This design comes from an exercise in tuning for small area and a short achievable clock period on the open sky130 flow, not from production work.
Only simulation tests tie the RTL to the original design; equivalence was not proved.
The clock port is modelled as an ideal driver; clocking choices that lean on that would not hold on a real chip.
Power is estimated from default activity; no workload was simulated.

==> flow/design.v (outline; a module is shown in full before it is edited, if it fits) <==
// module wm_fa: 10 lines
// module wm_ha: 9 lines
// module wallace_mult_24x24: 2343 lines
module wallace_mult_24x24 (
  input  logic        clk,
  input  logic        rst,
  input  logic        in_valid,
  input  logic [23:0] a,
  input  logic [23:0] b,
  output logic        out_valid,
  output logic [39:0] x,
  output logic [39:0] y,
  output logic [7:0]  z
);
  // ...
==> flow/flow/run.sh <==
#!/bin/bash
set -euo pipefail
K="BUFFER_PORTS_ARGS=-buffer_cell sky130_fd_sc_hd__buf_1"
EM="SETUP_SLACK_MARGIN=$(cat flow/early_margin.txt)"
bash standard.sh "$K" "$EM" cts > make_cts.log 2>&1
export SKEW_DB=$PWD/orfs/results/$FLOW_PLATFORM/wallace_mult_24x24/base/4_cts.odb
export SKEW_LIB=$FLOW_HOME/platforms/$FLOW_PLATFORM/lib/sky130_fd_sc_hd__tt_025C_1v80.lib
export SKEW_RC=$FLOW_HOME/platforms/$FLOW_PLATFORM/setRC.tcl
export SKEW_SDC=$PWD/orfs/results/$FLOW_PLATFORM/wallace_mult_24x24/base/4_cts.sdc
export SKEW_FLATTEN=$(cat flow/flatten.txt)
read SKEW_D2 SKEW_D3 < flow/skew.txt
export SKEW_D2 SKEW_D3
openroad -no_init -exit flow/skew.tcl > skew.log 2>&1
bash standard.sh "$K" finish > make_finish.log 2>&1
==> flow/flow/early_margin.txt <==
1.8
==> flow/flow/flatten.txt <==
0
==> flow/flow/skew.tcl <==
read_db $::env(SKEW_DB)
read_liberty $::env(SKEW_LIB)
read_sdc $::env(SKEW_SDC)
source $::env(SKEW_RC)
set_propagated_clock [all_clocks]
set db [ord::get_db]
set block [ord::get_db_block]
set sizes {sky130_fd_sc_hd__clkbuf_1 sky130_fd_sc_hd__clkbuf_2 sky130_fd_sc_hd__clkbuf_4 sky130_fd_sc_hd__clkbuf_8 sky130_fd_sc_hd__clkbuf_16}
set pre_master [expr {[info exists ::env(SKEW_PRE)] ? $::env(SKEW_PRE) : "sky130_fd_sc_hd__clkbuf_1"}]
set k 0

proc new_buf {master_name x y in_net} {
  global db block k
  set inst [odb::dbInst_create $block [$db findMaster $master_name] "skew_buf_$k"]
  set out [odb::dbNet_create $block "skew_net_$k"]
  $out setSigType CLOCK
  incr k
  [$inst findITerm A] connect $in_net
  [$inst findITerm X] connect $out
  $inst setLocation $x $y
  $inst setPlacementStatus PLACED
  return [list $inst $out]
}

# odb instance name -> STA clock pin of every register
set clkpin [dict create]
foreach p [get_pins -hierarchical */CLK] {
  dict set clkpin [[[sta::sta_to_db_pin $p] getInst] getName] $p
}
proc ckpin {inst} { return [dict get $::clkpin [$inst getName]] }

proc mean_arrival {insts} {
  set s 0.0; set n 0
  foreach inst $insts {
    set a [get_property [ckpin $inst] arrival_max_rise]
    set s [expr {$s + $a}]; incr n
  }
  return [expr {$s / $n}]
}

# Optionally drop the middle level of the tree: leaf buffers hang directly off the root net.
if {[info exists ::env(SKEW_FLATTEN)] && $::env(SKEW_FLATTEN)} {
  set root_inst [$block findInst clkbuf_0_clk]
  set root_net [[$root_inst findITerm X] getNet]
  foreach it [$root_net getITerms] {
    set inst [$it getInst]
    if {[$it isOutputSignal] || ![string match clkbuf_1_* [$inst getName]]} continue
    set mid_net [[$inst findITerm X] getNet]
    set ok 1
    foreach s [$mid_net getITerms] {
      if {![$s isOutputSignal] && ![string match clkbuf_leaf_* [[$s getInst] getName]]} { set ok 0 }
    }
    if {!$ok} continue
    foreach s [$mid_net getITerms] {
      if {[$s isOutputSignal]} continue
      $s disconnect
      $s connect $root_net
    }
    $it disconnect
    [$inst findITerm X] disconnect
    odb::dbInst_destroy $inst
    odb::dbNet_destroy $mid_net
    puts "removed middle clock buffer level under [$root_net getName]"
  }
}

# leaf nets of the tree
set leaves {}
foreach net [$block getNets] {
  if {[$net getSigType] ne "CLOCK"} continue
  foreach it [$net getITerms] {
    if {[$it isOutputSignal] && [string match clkbuf_leaf_* [[$it getInst] getName]]} { lappend leaves $net }
  }
}

proc leaf_of {it} { return [$it getNet] }
proc kmeans {pts k} {
  # pts: list of {x y item}; returns list of clusters (lists of items)
  set n [llength $pts]
  set cs {}
  for {set i 0} {$i < $k} {incr i} {
    set p [lindex $pts [expr {int(($i + 0.5) * $n / $k)}]]
    lappend cs [list [lindex $p 0] [lindex $p 1]]
  }
  for {set iter 0} {$iter < 20} {incr iter} {
    set members {}
    for {set i 0} {$i < $k} {incr i} { lappend members {} }
    foreach p $pts {
      set best 0; set bd 1e30
      for {set i 0} {$i < $k} {incr i} {
        set c [lindex $cs $i]
        set d [expr {abs([lindex $p 0] - [lindex $c 0]) + abs([lindex $p 1] - [lindex $c 1])}]
        if {$d < $bd} { set bd $d; set best $i }
      }
      lset members $best [concat [lindex $members $best] [list $p]]
    }
    set ncs {}
    for {set i 0} {$i < $k} {incr i} {
      set m [lindex $members $i]
      if {[llength $m] == 0} { lappend ncs [lindex $cs $i]; continue }
      set sx 0; set sy 0
      foreach p $m { set sx [expr {$sx + [lindex $p 0]}]; set sy [expr {$sy + [lindex $p 1]}] }
      lappend ncs [list [expr {$sx / [llength $m]}] [expr {$sy / [llength $m]}]]
    }
    set cs $ncs
  }
  set out {}
  foreach m $members { if {[llength $m]} { lappend out $m } }
  return $out
}
set leaf_drv {}
foreach net $leaves {
  foreach it [$net getITerms] {
    if {[$it isOutputSignal]} { lappend leaf_drv [list $net [lindex [[$it getInst] getLocation] 0] [lindex [[$it getInst] getLocation] 1]] }
  }
}
set csize [expr {[info exists ::env(SKEW_CLUSTER)] ? $::env(SKEW_CLUSTER) : 20}]
set groups {}
foreach rank {r2 r3} {
  set pts {}
  foreach net $leaves {
    foreach it [$net getITerms] {
      set inst [$it getInst]
      if {[$it isOutputSignal]} continue
      if {[string match ${rank}_* [$inst getName]] && [[$it getMTerm] getName] eq "CLK"} {
        set loc [$inst getLocation]
        lappend pts [list [lindex $loc 0] [lindex $loc 1] $it]
      }
    }
  }
  if {![llength $pts]} continue
  set pts [lsort -real -index 0 $pts]
  set nk [expr {max(1, int(ceil([llength $pts] / double($csize))))}]
  foreach m [kmeans $pts $nk] {
    set sx 0; set sy 0
    foreach p $m { set sx [expr {$sx + [lindex $p 0]}]; set sy [expr {$sy + [lindex $p 1]}] }
    set n [llength $m]
    set x [expr {int($sx / $n)}]; set y [expr {int($sy / $n)}]
    # nearest leaf driver feeds this cluster
    set bd 1e30; set src {}
    foreach l $leaf_drv {
      set d [expr {abs([lindex $l 1] - $x) + abs([lindex $l 2] - $y)}]
      if {$d < $bd} { set bd $d; set src [lindex $l 0] }
    }
    set si [expr {$n <= 3 ? 1 : ($n <= 8 ? 2 : ($n <= 16 ? 3 : 4))}]
    lassign [new_buf [lindex $sizes $si] $x $y $src] last out
    set insts {}
    foreach p $m { set it [lindex $p 2]; lappend insts [$it getInst]; $it disconnect; $it connect $out }
    lappend groups [dict create rank $rank leaf $src insts $insts last $last si $si simin $si pre {} x $x y $y]
  }
}

set ref {}
foreach inst [$block getInsts] {
  set nm [$inst getName]
  if {[dict exists $clkpin $nm] && ![string match r2_* $nm] && ![string match r3_* $nm] && ![string match a2_* $nm] && ![string match *2_q* $nm]} { lappend ref $inst }
}
puts "reference registers (ranks 1 and 4): [llength $ref]"
for {set round 0} {$round < 14} {incr round} {
  estimate_parasitics -placement
  set base [mean_arrival $ref]
  set changed 0
  set ng {}
  foreach g $groups {
    set tgt [expr {$base + ([dict get $g rank] eq "r2" ? $::env(SKEW_D2) : $::env(SKEW_D3))}]
    set a [mean_arrival [dict get $g insts]]
    set gw 0
    foreach inst [dict get $g insts] {
      set sl [get_property [ckpin $inst] slew_max]
      if {$sl > $gw} { set gw $sl }
    }
    if {$gw > 0.092 && [dict get $g si] < 4} {
      # clock-pin slew first: a stronger last buffer, and never smaller again
      set si [expr {[dict get $g si] + 1}]
      [dict get $g last] swapMaster [$db findMaster [lindex $sizes $si]]
      dict set g si $si
      dict set g simin $si
      lappend ng $g
      set changed 1
      continue
    }
    set si [dict get $g si]
    set last [dict get $g last]
    if {$a < $tgt - 0.04} {
      if {$si > [dict get $g simin] && ($tgt - $a < 0.1 || [llength [dict get $g pre]] >= 6)} {
        incr si -1
        $last swapMaster [$db findMaster [lindex $sizes $si]]
      } elseif {[llength [dict get $g pre]] < 6} {
        # one more small buffer in front of the last one
        set in_it [$last findITerm A]
        set in_net [$in_it getNet]
        $in_it disconnect
        lassign [new_buf $::pre_master [dict get $g x] [dict get $g y] $in_net] p pout
        $in_it connect $pout
        dict lappend g pre $p
      }
      set changed 1
    } elseif {$a > $tgt + 0.04 && $si < 4} {
      incr si
      $last swapMaster [$db findMaster [lindex $sizes $si]]
      set changed 1
    }
    dict set g si $si
    lappend ng $g
  }
  set groups $ng
  if {!$changed} break
}
estimate_parasitics -placement
set base [mean_arrival $ref]
foreach g $groups {
  puts [format "group %s %-22s sinks %2d last %s pre %d  skew %.3f" [dict get $g rank] [[dict get $g leaf] getName] [llength [dict get $g insts]] [lindex $sizes [dict get $g si]] [llength [dict get $g pre]] [expr {[mean_arrival [dict get $g insts]] - $base}]]
}
puts "ranks 1 and 4 mean clock arrival $base"
set worst 0
foreach g $groups {
  set gw 0
  foreach inst [dict get $g insts] {
    set sl [get_property [ckpin $inst] slew_max]
    if {$sl > $worst} { set worst $sl }
    if {$sl > $gw} { set gw $sl }
  }
  puts "slew [dict get $g rank] [llength [dict get $g insts]] [lindex $sizes [dict get $g si]] $gw"
}
puts "worst skewed clock-pin slew $worst"
detailed_placement
check_placement -verbose
write_db $::env(SKEW_DB)
==> flow/flow/skew.txt <==
0.43 0.6
==> flow/standard.sh <==
#!/bin/bash
# synth_recipe.tcl (not shown) runs the flow's synth.tcl, then flattens the netlist and writes it again
# the make line also repeats each setting of config.mk as NAME=value (left out here)
make -C /OpenROAD-flow-scripts/flow DESIGN_CONFIG=/design/flow/config.mk WORK_HOME=/design/flow/orfs CLKGATE_MAP_FILE= SYNTH_SCRIPT=/design/flow/synth_recipe.tcl "${@:-finish}"
==> flow/config.mk <==
export PLATFORM = sky130hd
export DESIGN_NAME = wallace_mult_24x24
export DESIGN_NICKNAME = wallace_mult_24x24
export VERILOG_FILES = /design/flow/design.v
export SDC_FILE = /design/flow/constraint.sdc
export NUM_CORES = 4
export LEC_CHECK = 0
export CAP_MARGIN = 20
export CORE_MARGIN = 2
export CORE_UTILIZATION = 60
export CTS_CLUSTER_DIAMETER = 100
export CTS_CLUSTER_SIZE = 30
export HOLD_SLACK_MARGIN = 0.05
export SETUP_SLACK_MARGIN = 2.2
export SLEW_MARGIN = 20
export SYNTH_HIERARCHICAL = 1
export SYNTH_MINIMUM_KEEP_SIZE = 0
==> flow/constraint.sdc <==
create_clock -name core_clock -period 4.0 [get_ports {clk}]
set_input_delay 0.8000 -clock core_clock [delete_from_list [all_inputs] [get_ports {clk}]]
set_output_delay 0.8000 -clock core_clock [all_outputs]
set_load 0.01 [all_outputs]
==> results.cfg, run 1 <==
[clocking]
post_cts_buffers = 0
insertion_delay_ps = 1190
cts_made_buffers = 19

[global_route]
met3_usage_pct = 5.323
antenna_found_initial = 0

[worst_setup_path]
cp.arrival_ps = 2880
crit_type = flop to flop
cp_cell_sequence = fa_1, fa_2, fa_1
regToRegSetupSlack_ps = 2120
path_max_fanout = 1
rr_endpoint = r3_c28_2

[yosys]
synth-simple-area-share_pct = 2.034
synth-xor-area-share_pct = 12.79
synthCells = 1692
async_reset_ff_share_pct = 0
synth-adder-area-share_pct = 26.42
ys_seq_elements = 423
synth-edff-count = 0

[detailed_routing]
post_drt_via_cell_ratio = 5.685
drt_first_iter_violations = 1258
wl_met2_um = 23020

[cells_and_area]
top_register = a1_q
multi_input_cells = 993
drive_above_1_share_pct = 12.21
design.seq.count = 423
n_antenna_cell = 0
final_nets = 2093
nNonClkInverters = 32

[die]
io_pins = 140
nWellTaps = 461

[placement]
place_congestion = 0.8494

[worst_hold_path]
min_to = r3_c7_0
min_from = r2_c7_0

[sta]
worst_slack_ps = 2119
hold_viol_final = 0
rsz0062_at_grt = yes
post-route-period-util_pct = 47.01
fin_worst_skew_ps = 702.0

[run]
max-cap-violations = 0

[power]
pwr_density_cell_nw_per_um2 = 700.1

[status]
status = finished clean
==> run 2: changes to the inputs <==
==> flow/flow/skew.txt (replaced) <==
0.4 0.55
--- a/flow/config.mk
+++ b/flow/config.mk
@@ -5,6 +5,7 @@
 export SDC_FILE = /design/flow/constraint.sdc
 export NUM_CORES = 4
 export LEC_CHECK = 0
+export ABC_AREA = 1
 export CAP_MARGIN = 20
 export CORE_MARGIN = 2
 export CORE_UTILIZATION = 60
==> run 2 against run 1 <==
Wire length up 7.5%. Worst setup slack better by 84 ps. Global-route usage rose by 1.6 points. Still clean. Synthesized cell count is 37% higher. Clock-buffer cell count increased by 1. Critical endpoint is now r3_c23_1. Sequential power hardly changed. Combinational power increased by 0.9%. Die area grew 4.0%. Worst hold slack improved by 28 ps. Core utilization is 0.13 points lower. Largest power group unchanged. Sequential cell count is the same.
==> results.cfg, run 2 <==
[worst_hold_path]
worstHoldPathType = flop to flop
holdPathStages = 0
min_to = r3_c47_0
min_from = r2_c47_0

[clocking]
htreeDepth = 1
cts_buffer_depth = 3
insertion_delay_ps = 1170
cts.clk_slew.worst_paths_ps = 100
cts_tree = done
postCtsHoldBufs = 0
root_buffer = clkbuf_16
clkSinkCount = 423
cts_made_buffers = 18

[yosys]
ys.flop_type = dfxtp_1
post_synth.cell_area_avg_um2 = 9.729
ys_seq_area_share_pct = 37.48
synth-edff-count = 0
synth_cell_types = 17
synth.area.top_cells = dfxtp_1, fa_1, nand2_1
synthCells = 2322
async_reset_ff_share_pct = 0
yosysWarnings = 7
ys_seq_elements = 423
syn_area_um2 = 22590
synth_most_common_cell = nand2_1
synth_top_cell_area_share_pct = 37.48
synth_top_area_cell = dfxtp_1
yosys-top-cells-count = nand2_1, dfxtp_1, xor2_1, fa_1, buf_4

[global_route]
antenna_found_initial = 2
grt_first_pass_wirelength_um = 84680
grt_pass1_vias = 15290
track_usage_pct = 28.71
grt_max_degree = 50
overflow = 0

[worst_setup_path]
path_common_cell = fa_1
slowest_stage = fa_1
cp.arrival_ps = 2750
regToRegSetupSlack_ps = 2200
cp_cell_sequence = fa_1, fa_1, fa_1
crit_type = flop to flop
rr_endpoint = r3_c23_1
critPathMaxStageDelay_ps = 560
worst_r2r_startpoint = r2_c23_0
startpoint_type = flop
path_max_fanout = 1
cp-end-kind = flop
worstPathRequired_ps = 4950
rr_worst_depth = 3

[cells_and_area]
drive_above_1_share_pct = 9.419
nFillCells = 3086
top_register = a1_q
multiInputGateArea_um2 = 12080
largest_register_ffs = 24
mostFrequentLayoutCells = nand2_1, dfxtp_1, xor2_1, fa_1, inv_1
regArea_um2 = 8618
final_common_cell = nand2_1
area_growth_pct = 5.865
final_nets = 2706

[detailed_routing]
firstDrtPassIters = 5
post_drt_via_cell_ratio = 5.043
drt.antenna.violating_nets = 0
drc_errors = 0
vias = 14470
wire_per_inst_um = 18.75
routed_wl_um = 53780
drt_first_iter_violations = 1218

[status]
status = finished clean

[die]
dieHeight_um = 198.0
rows = 71
fp.dieArea_um2 = 39220
io_pins = 140
core_um2 = 37400
die_x_um = 198.0
start_util_pct = 60.41

[sta]
tns_ps = 0
worst_slack_ps = 2203
drv_slew = 0
max_slew_margin_pct = 56.53
finalCriticalPeriod_ps = 1797
hold_viol_final = 0
tightest_slew_ps = 649.8
fin_worst_skew_ps = 654.4
rsz0062_at_grt = yes
post-route-period-util_pct = 44.93
fmax_mhz = 556.5
setup_viol = 0

[power]
p_sw_uw = 5613
power_frac_comb_pct = 35.0
p_leak_uw = 0.01148
ir_worst_vdd_mv = 0.4013
p_seq_share_pct = 44.5
p_sw_share_pct = 35.27
cell_internal_pwr_uw = 10300
pwr_density_cell_nw_per_um2 = 665.4
clkPwrFrac_pct = 20.5

[placement]
dp_hpwl_um = 36190
place_congestion = 0.8773
portBuffers = 135
pre_cts_ws_ps = 1383

[run]
max-cap-violations = 0
==> run 2: changes by cell type after synthesis, sizes merged, moves of 14 or more <==
| cell | change |
|---|---|
| xnor2 | -301 |
| and2 | -14 |
| nand2 | +866 |
| xor2 | +287 |
| inv | +57 |
| a22oi | -276 |
| nor2 | +40 |
==> run 2: per-stage QoR <==
step | util, % | hold WS (ps) | std cells | instance area (um2) | total power (uW)
after floorplan | - | 309.6 | 2325 | 22600 | 10970
after global placement | 59.99 | 310.7 | 2784 | 22440 | 12480
after detailed placement | 59.99 | 312.1 | 2784 | 22440 | 12610
after CTS | 61.78 | 300.4 | 2806 | 23100 | 14870
after global routing | 63.94 | 56.71 | 2868 | 23910 | 17320
final | 63.95 | 117.9 | 2869 | 23920 | 15910
==> run 2: cell families after synthesis <==
family	synth area share, %
flops	37.48
fa+ha+maj	25.39
other cells	0.01660
compound gates	0.2880
xor+xnor	11.75
buf+inv	9.343
simple gates	15.73
==> run 2: metal layers <==
metal  vias to the layer above  wire, um  global-route usage, %
met2                       619     24130                  45.54
li1                       6762         -                      -
met4                         2      1707                  10.80
met1                      6978     23460                  39.34
met5                         -        13                      0
met3                       108      4476                  5.536
==> run 2: worst max-delay path by stage <==
stage	cells past startpoint	endpoint	slack [ps]	start
final	3	r3_c23_1	2200	r2_c23_0
after global routing	1	x[36]	2180	r4_c44_0
after CTS	6	r2_c16_3	1790	a1_q[6]
after detailed placement	5	r2_c31_4	1380	one1_q[4]
after global placement	5	r2_c15_3	1410	one1_q[1]
after floorplan	5	r2_c16_3	1970	neg1_q[0]
==> run 2: Yosys stat by module, one instance, submodules excluded <==
| module | cell area [um2] | cells | times used |
|---|---|---|---|
| wallace_mult_24x24 | 17020 | 2035 | 1 |
| wm_ha | 12.51 | 1 | 23 |
| wm_fa | 20.02 | 1 | 264 |
==> run 2: final cells by class <==
class,count,area share (%)
multi-input combinational,1566,50.49
tap,511,2.673
antenna,1,0.01046
clock buffer,20,2.004
inverter,89,1.413
clock inverter,2,0.1360
sequential,423,36.03
timing repair buffer,198,5.116
buffer,59,2.119
==> run 2: timing repair <==
action	CTS	global route
setup buffers	0	3
pin swaps	0	2
gates resized for setup	75	135
endpoints found under the setup margin	141	89
==> run 2: critical path: cells and delay by family (launching register included) <==
kind / cells / cell delay, ps
adder cells (fa/ha/maj): 3 / 1420
flip-flops: 1 / 340
==> run 2: power by group through the flow <==
stage / clock (uW) / sequential (uW) / combinational [uW]
after floorplan: 0 / 6780 / 4190
after global placement: 0 / 7110 / 5370
after detailed placement: 0 / 7150 / 5460
after CTS: 2260 / 7060 / 5540
after global routing: 3540 / 7270 / 6510
final: 3260 / 7080 / 5570
==> run 3: changes to the inputs <==
--- a/flow/config.mk
+++ b/flow/config.mk
@@ -5,12 +5,11 @@
 export SDC_FILE = /design/flow/constraint.sdc
 export NUM_CORES = 4
 export LEC_CHECK = 0
-export ABC_AREA = 1
 export CAP_MARGIN = 20
 export CORE_MARGIN = 2
 export CORE_UTILIZATION = 60
-export CTS_CLUSTER_DIAMETER = 100
-export CTS_CLUSTER_SIZE = 30
+export CTS_CLUSTER_DIAMETER = 150
+export CTS_CLUSTER_SIZE = 50
 export HOLD_SLACK_MARGIN = 0.05
 export SETUP_SLACK_MARGIN = 2.2
 export SLEW_MARGIN = 20
==> run 3 against run 2 <==
Still clean. Worst setup slack worse by 120 ps. Wire length down 7.4%. Cell area down 5.8%. Clock power down 9.8%. Critical endpoint is now r3_c28_2.
==> results.cfg, run 3 <==
[status]
status = finished clean

[yosys]
post_synth.cell_area_avg_um2 = 12.83
synth-edff-count = 0
synth_cell_types = 25
yosys-top-cells-count = dfxtp_1, xnor2_1, fa_1, a22oi_1, buf_4
ys.flop_type = dfxtp_1
ys_seq_elements = 423
synth_top_cell_area_share_pct = 39.00
synthCells = 1692
ys_seq_area_share_pct = 39.00
yosysWarnings = 7
syn_area_um2 = 21710
async_reset_ff_share_pct = 0
synth.area.top_cells = dfxtp_1, fa_1, xnor2_1
synth_most_common_cell = dfxtp_1
synth_top_area_cell = dfxtp_1

[cells_and_area]
mostFrequentLayoutCells = dfxtp_1, xnor2_1, fa_1, a22oi_1, buf_1
nFillCells = 2861
final_common_cell = dfxtp_1
drive_above_1_share_pct = 10.89
n_antenna_cell = 0
area_growth_pct = 3.804
final_nets = 2075
top_register = a1_q
final_area_um2 = 22540
largest_register_ffs = 24

[power]
pwr_density_cell_nw_per_um2 = 688.1
p_leak_uw = 0.008553
power_uw = 15510
ir_worst_vdd_mv = 0.4722

[run]
max-cap-violations = 0

[worst_setup_path]
crit_buf_inv = 0
worstPathRequired_ps = 4950
path_common_cell = fa_1
crit_family = adder cells
crit_type = flop to flop
path_max_fanout = 1
cp_cell_sequence = fa_1, fa_2, fa_1
slowest_stage = fa_2
critPathMaxStageDelay_ps = 640
cp-end-kind = flop
cp.arrival_ps = 2870
rr_worst_depth = 3
regToRegSetupSlack_ps = 2080
startpoint_type = flop
rr_endpoint = r3_c28_2
worst_r2r_startpoint = r2_c27_0

[sta]
fmax_mhz = 521.0
setup_viol = 0
worst_slack_ps = 2080
tightest_slew_ps = 581.2
fin_worst_skew_ps = 596.2
post-route-period-util_pct = 47.99
max_slew_margin_pct = 61.25
hold_viol_final = 0
tns_ps = 0
drv_slew = 0
finalCriticalPeriod_ps = 1920
rsz0062_at_grt = yes

[global_route]
overflow = 0
grt_pass1_vias = 13600
grt_max_degree = 34
track_usage_pct = 27.03
antenna_found_initial = 0
grt_first_pass_wirelength_um = 78470

[die]
fp.dieArea_um2 = 37730
die_x_um = 194.2
dieHeight_um = 194.2
io_pins = 140
core_um2 = 35570
start_util_pct = 61.04
rows = 69

[clocking]
cts.clk_slew.worst_paths_ps = 80
cts_tree = done
root_buffer = clkbuf_16
cts_made_buffers = 12
clkSinkCount = 423
cts_buffer_depth = 3
htreeDepth = 1
insertion_delay_ps = 1070

[worst_hold_path]
min_to = r3_c7_0
min_from = r2_c7_0
worstHoldPathType = flop to flop
holdPathStages = 0

[detailed_routing]
drt_first_iter_violations = 1245
wire_per_inst_um = 22.78
firstDrtPassIters = 7
routed_wl_um = 49820
post_drt_via_cell_ratio = 5.711
drt.antenna.violating_nets = 0
drc_errors = 0
vias = 12490

[placement]
place_congestion = 0.8494
dp_hpwl_um = 32310
pre_cts_ws_ps = 1314
dpl_cell_area_um2 = 21400
portBuffers = 135
-- run 3: cell count changes after synthesis, moves of 11 or more --
cell and change:
xnor2_1 +301, and2_1 +14, nor2_1 -40, buf_2 +19, a22oi_2 +20, a22oi_1 +256
buf_4 -78, nand3b_1 +11, a21oi_1 -11, buf_6 +56, inv_1 -56, xor2_1 -287
nand2b_1 +11, nand2_1 -866
-- run 3: worst max path at each step --
stage | slack, ps | depth (start not counted) | end | startpoint
after floorplan | 1970 | 5 | r2_c16_3 | neg1_q[0]
after global placement | 1280 | 4 | r2_c24_4 | two1_q[5]
after detailed placement | 1310 | 5 | r2_c24_4 | a1_q[11]
after CTS | 1760 | 5 | r2_c24_4 | two1_q[2]
after global routing | 2170 | 3 | r3_c27_1 | r2_c27_0
final | 2080 | 3 | r3_c28_2 | r2_c27_0
-- run 3: metrics by stage --
step,util [%],std cells,hold slack [ps]
3_3_place_gp,60.17,2110,311.3
5_1_grt,63.36,2187,136.6
2_1_floorplan,-,1695,309.6
4_1_cts,61.47,2126,304.4
6_report,63.36,2187,135.2
3_5_place_dp,60.17,2110,312.1
-- run 3: cell type report --
| cell class | count | area [um2] | area share (%) |
|---|---|---|---|
| multi-input combinational | 993 | 11240 | 49.86 |
| sequential | 423 | 8588 | 38.11 |
| timing repair buffer | 205 | 1154 | 5.119 |
| tap | 461 | 576.8 | 2.559 |
| buffer | 57 | 504.2 | 2.237 |
| clock buffer | 13 | 325.3 | 1.443 |
| inverter | 32 | 120.1 | 0.5329 |
| clock inverter | 3 | 31.28 | 0.1388 |
-- run 3: worst register-to-register path, delay by kind of cell, from the launching register on --
| kind | cells | cell delay, ps |
|---|---|---|
| adders and majority gates | 3 | 1570 |
| DFF | 1 | 330 |
-- run 3: cells by family (layout without fill, tap and decap cells) --
family	Yosys count	after routing	share of synthesized area (%)
simple gates	84	84	2.034
xor+xnor	317	317	12.79
buf+inv	279	310	9.451
fa+ha+maj	300	300	26.42
other cells	1	4	0.01727
compound gates	288	288	10.29
flops	423	423	39.00
-- run 3: per-layer routing --
metal,GRT usage [%],routed length [um],vias up
met5,0,0,-
met4,7.856,1099,0
met3,4.766,4127,77
met2,42.57,23010,552
met1,38.61,21580,6373
li1,-,-,5489
-- run 3: what timing repair did --
action                                  CTS  global route
hold buffers                              0             0
buffers inserted                          0             4
endpoints found under the setup margin  141            60
resized for setup                        55            56
pin swaps                                 0             3
cloned                                    0             0
-- run 3: modules after synthesis (local to each module, per instance) --
module | cells inside | flops+latches | copies in the design
wallace_mult_24x24 | 1405 | 423 | 1
wm_fa | 1 | 0 | 264
wm_ha | 1 | 0 | 23
-- run 3: power by group --
part           switching [uW]  internal (uW)
logic                    2950           2580
registers                 919           6120
clock network            1550           1380

==> static timing again, ports no longer ideal <==
The results above use ideal ports. As a check the final layouts listed here were re-extracted and re-timed, cells and wires unchanged. Step 1 sets driving cells, clkbuf_16 on the clock port and buf_2 on the other inputs (assumed; they add their load-dependent delay and slew). Step 2, shift: input delay + t, output delay - t, t = (earliest + latest rising clock arrival at the registers) / 2. This alone moves slack from input paths to output paths. a / b / c = ideal ports / drivers / drivers and shift; a / b = the first two.
| run | t (ns) | setup slack, ns | worst setup path after step 2 | latest minus earliest clock arrival (ns) | slew at the worst register clock pin (ns) |
|---|---|---|---|---|---|
| run 1 | 0.890 | 2.119 / 2.119 / 2.119 | register to register | 0.708 / 0.707 | 0.10 / 0.10 |
| run 2 | 0.887 | 2.203 / 2.161 / 2.156 | input to register | 0.675 / 0.676 | 0.11 / 0.11 |
| run 3 | 0.827 | 2.080 / 2.080 / 2.080 | register to register | 0.600 / 0.599 | 0.12 / 0.12 |
Clock arrivals are far apart in every run listed, so t is only a midpoint there and step 2 fits no single register. The setup slack of run 2, which loses most, moves by -0.042 ns with the drivers and by -0.047 ns with both steps.
